This is an optimization exercise on Yosys and OpenROAD, whose aim is small area, not a production implementation. Power figures rest on the tool's default switching activity, not on a simulated workload.

// tunnel_wall_gen
module tunnel_wall_gen (
    input  logic       clock,
    input  logic       rst,
    input  logic [9:0] Pixel_row,
    input  logic [9:0] Pixel_column,
    input  logic       run,
    input  logic [1:0] speed,
    input  logic [7:0] randomized_value,
    output logic [1:0] wall,
    output logic [7:0] probe_left,
    output logic [7:0] probe_right,
    output logic       ready
);
Size in the first run: about 1600 cells after synthesis, about 350 flip-flops, roughly 52 I/O pins.
Settings: LEC_CHECK=0, CAP_MARGIN=20, CORE_MARGIN=2, CORE_UTILIZATION=40, CTS_BUF_LIST=sky130_fd_sc_hd__clkbuf_8, CTS_CLUSTER_DIAMETER=60, CTS_CLUSTER_SIZE=16, GPL_TIMING_DRIVEN=0, SLEW_MARGIN=20; clock period 8.0 ns.
standard.sh (not shown) runs the stock make flow with config.mk's settings and CLKGATE_MAP_FILE= SYNTH_SCRIPT=/design/flow/synth_recipe.tcl, a recipe that flattens the netlist after the stock synthesis.
==> flow/flow/run.sh <==
#!/bin/bash
# The standard layout, with the port buffers made of the smallest buffer
# cell (sky130_fd_sc_hd__buf_1) instead of the delay buffer that
# buffer_ports picks by default. Everything else is standard.sh unchanged.
set -euo pipefail
export BUFFER_PORTS_ARGS="-buffer_cell sky130_fd_sc_hd__buf_1"
bash standard.sh > flow_standard.log 2>&1
==> next run, changes <==
--- a/flow/design.v
+++ b/flow/design.v
@@ -81,30 +81,32 @@
     output logic [7:0] probe_left,
     output logic [7:0] probe_right,
     output logic       ready
 );
     localparam logic [7:0] INIT_L = 8'd48;
     function automatic logic [1:0] fa(input logic a, input logic b, input logic c);
         fa = {(a & b) | (a & c) | (b & c), a ^ b ^ c};
     endfunction
-    function automatic logic [3:0] pop15(input logic [15:1] x);
-        logic [1:0] a0, a1, a2, a3, a4, b0, b1, c0, c1, c2, d0;
+    function automatic logic [5:0] pop15_part(input logic [15:1] x);
+        logic [1:0] a0, a1, a2, a3, a4, b0, c0, b1, c1;
         a0 = fa(x[1], x[2], x[3]);
         a1 = fa(x[4], x[5], x[6]);
         a2 = fa(x[7], x[8], x[9]);
         a3 = fa(x[10], x[11], x[12]);
         a4 = fa(x[13], x[14], x[15]);
         b0 = fa(a0[0], a1[0], a2[0]);
-        b1 = fa(a3[0], a4[0], b0[0]);
         c0 = fa(a0[1], a1[1], a2[1]);
-        c1 = fa(a3[1], a4[1], b0[1]);
-        c2 = fa(b1[1], c0[0], c1[0]);
-        d0 = fa(c0[1], c1[1], c2[1]);
-        pop15 = {d0[1], d0[0], c2[0], b1[0]};
+        b1 = fa(b0[0], a3[0], a4[0]);
+        c1 = fa(c0[0], a3[1], a4[1]);
+        pop15_part = {c0[1], c1[1], b0[1], c1[0], b1[1], b1[0]};
+    endfunction
+    function automatic logic [3:0] pop15_sum(input logic [5:0] p);
+        pop15_sum = {3'b0, p[0]} + {2'b0, 2'(p[1]) + 2'(p[2]) + 2'(p[3]), 1'b0} +
+                    {1'b0, 2'(p[4]) + 2'(p[5]), 2'b0};
     endfunction
     function automatic logic [4:0] st_enc(input logic [1:0] a, input logic [1:0] b,
                                           input logic [1:0] c);
         if (!c[0]) begin
             st_enc = {c[1], a, b};
         end else if (!a[0]) begin
             st_enc = {a[1], 2'b11, b};
         end else begin
@@ -126,20 +128,18 @@
     logic [6:0] ptr_q;       
     logic [4:0] shr_q;       
     logic [7:0] top_l_q;     
     logic [1:0] hist_q [4];  
     logic       cpend_q;     
     logic       cage_q;      
     logic [2:0] pos_q;       
     logic [8:0] dcol_q;      
-    logic [3:0] nup_q;       
-    logic [3:0] ndn_q;
-    logic [2:0] rup_q;       
-    logic [2:0] rdn_q;
+    logic [5:0] nup_q;       
+    logic [5:0] ndn_q;
     logic       valid_q;
     logic [4:0] wh_q;        
     logic       probe_hit_q;
     logic [1:0] wall_q;
     logic [7:0] probe_l_q;
     logic [4:0] probe_wh_q;
     logic [4:0] w_shr_min;
     logic       w_up, w_dn;
@@ -292,37 +292,40 @@
     logic [5:0]  w_row_grp;
     logic        w_valid;
     logic [4:0]  w_row_shr;
     logic [7:0]  w_base;
     assign w_row_grp = {1'b0, shr_q} - {2'b0, w_dist};
     assign w_valid   = ready_q && !w_row_grp[5];
     assign w_row_shr = (w_row_grp[4:0] > 5'd20) ? 5'd20 : w_row_grp[4:0];
     assign w_base    = !w_valid ? INIT_L : w_open ? top_l_q : w_anchor;
-    always_ff @(posedge clock) begin
-        dcol_q      <= {1'b0, w_ccol} - {1'b0, w_base};
-        nup_q       <= pop15(w_mask & w_up_bits);
-        ndn_q       <= pop15(w_mask & w_dn_bits);
-        rup_q       <= 3'(w_hin[0] & hist_q[0][1]) + 3'(w_hin[1] & hist_q[1][1]) +
+    logic [2:0]  w_rup, w_rdn;
+    logic [7:0]  w_ccol_c;
+    logic [8:0]  w_ccol_st;
+    assign w_rup     = 3'(w_hin[0] & hist_q[0][1]) + 3'(w_hin[1] & hist_q[1][1]) +
                        3'(w_hin[2] & hist_q[2][1]) + 3'(w_hin[3] & hist_q[3][1]);
-        rdn_q       <= 3'(w_hin[0] & hist_q[0][0]) + 3'(w_hin[1] & hist_q[1][0]) +
+    assign w_rdn     = 3'(w_hin[0] & hist_q[0][0]) + 3'(w_hin[1] & hist_q[1][0]) +
                        3'(w_hin[2] & hist_q[2][0]) + 3'(w_hin[3] & hist_q[3][0]);
+    assign w_ccol_c  = (w_ccol > 8'd160) ? 8'd160 : w_ccol;
+    assign w_ccol_st = w_valid ? {1'b0, w_ccol_c} + {6'b0, w_rup} - {6'b0, w_rdn} :
+                       {1'b0, w_ccol_c};
+    always_ff @(posedge clock) begin
+        dcol_q      <= w_ccol_st - {1'b0, w_base};
+        nup_q       <= pop15_part(w_mask & w_up_bits);
+        ndn_q       <= pop15_part(w_mask & w_dn_bits);
         valid_q     <= w_valid;
         wh_q        <= w_valid ? ~w_row_shr : 5'd31;
         probe_hit_q <= (Pixel_row[9:2] == 8'd110) && (w_ccol == 8'd0);
     end
     logic [8:0] w_dcol;
     logic [5:0] w_wm1;
     logic [1:0] w_code;
-    logic [4:0] w_nup, w_ndn;
-    logic [5:0] w_sum;       
-    assign w_nup  = {1'b0, nup_q} + {2'b0, rup_q};
-    assign w_ndn  = {1'b0, ndn_q} + {2'b0, rdn_q};
-    assign w_sum  = {1'b0, w_nup} - {1'b0, w_ndn};
-    assign w_dcol = valid_q ? dcol_q + {{3{w_sum[5]}}, w_sum} : dcol_q;
+    logic [4:0] w_sum;       
+    assign w_sum  = {1'b0, pop15_sum(nup_q)} - {1'b0, pop15_sum(ndn_q)};
+    assign w_dcol = valid_q ? dcol_q + {{4{w_sum[4]}}, w_sum} : dcol_q;
     assign w_wm1  = {wh_q, 1'b1};
     always_comb begin
         if (w_dcol == 9'd0 || w_dcol == {3'b0, w_wm1}) begin
             w_code = WALL_EDGE;
         end else if (w_dcol[8]) begin
             w_code = WALL_LEFT;
         end else if (w_dcol > {3'b0, w_wm1}) begin
             w_code = WALL_RIGHT;
After rerunning: Fmax went up by a few percent. First-iteration DRC count came out higher by a quarter to a third. Total power hardly moves. Clock-buffer cell count shrinks by 1. Setup slack gains 0.34 ns. Via count drops by a few percent. Flip-flop and latch count shrinks by 2. Global-route usage decreases by 0.75 points. Routed wire length falls by a few percent.
No run of this note included a check of the RTL's function; only the layout flow was run.

what the ideal ports hide:
The results above use ideal ports. As a check the final layouts listed here were re-extracted and re-timed, cells and wires unchanged. Step 1: set_driving_cell puts a clkbuf_16 on clock and a buf_2 on each other input, an assumption about the parent block. Step 2 times the ports against the registers' clock, not the clock port: input delays grow and output delays shrink by t, the midpoint of the rising clock arrivals with the driver on. Slacks: ideal ports / drivers / drivers and shift; pairs: ideal ports / drivers.
| run | t, ns | setup slack, ns | hold WS [ns] | worst setup path after step 2 |
|---|---|---|---|---|
| the first run | 0.686 | 0.240 / 0.271 / -0.416 | 0.337 / 0.337 / 0.337 | input to register |
| the second run | 0.692 | 0.579 / 0.579 / 0.017 | 0.350 / 0.350 / 0.350 | input to register |
With both steps, setup timing fails in the first run, where it was met with ideal ports. The setup slack of the first run, which loses most, moves by +0.031 ns with the drivers and by -0.656 ns with both steps.
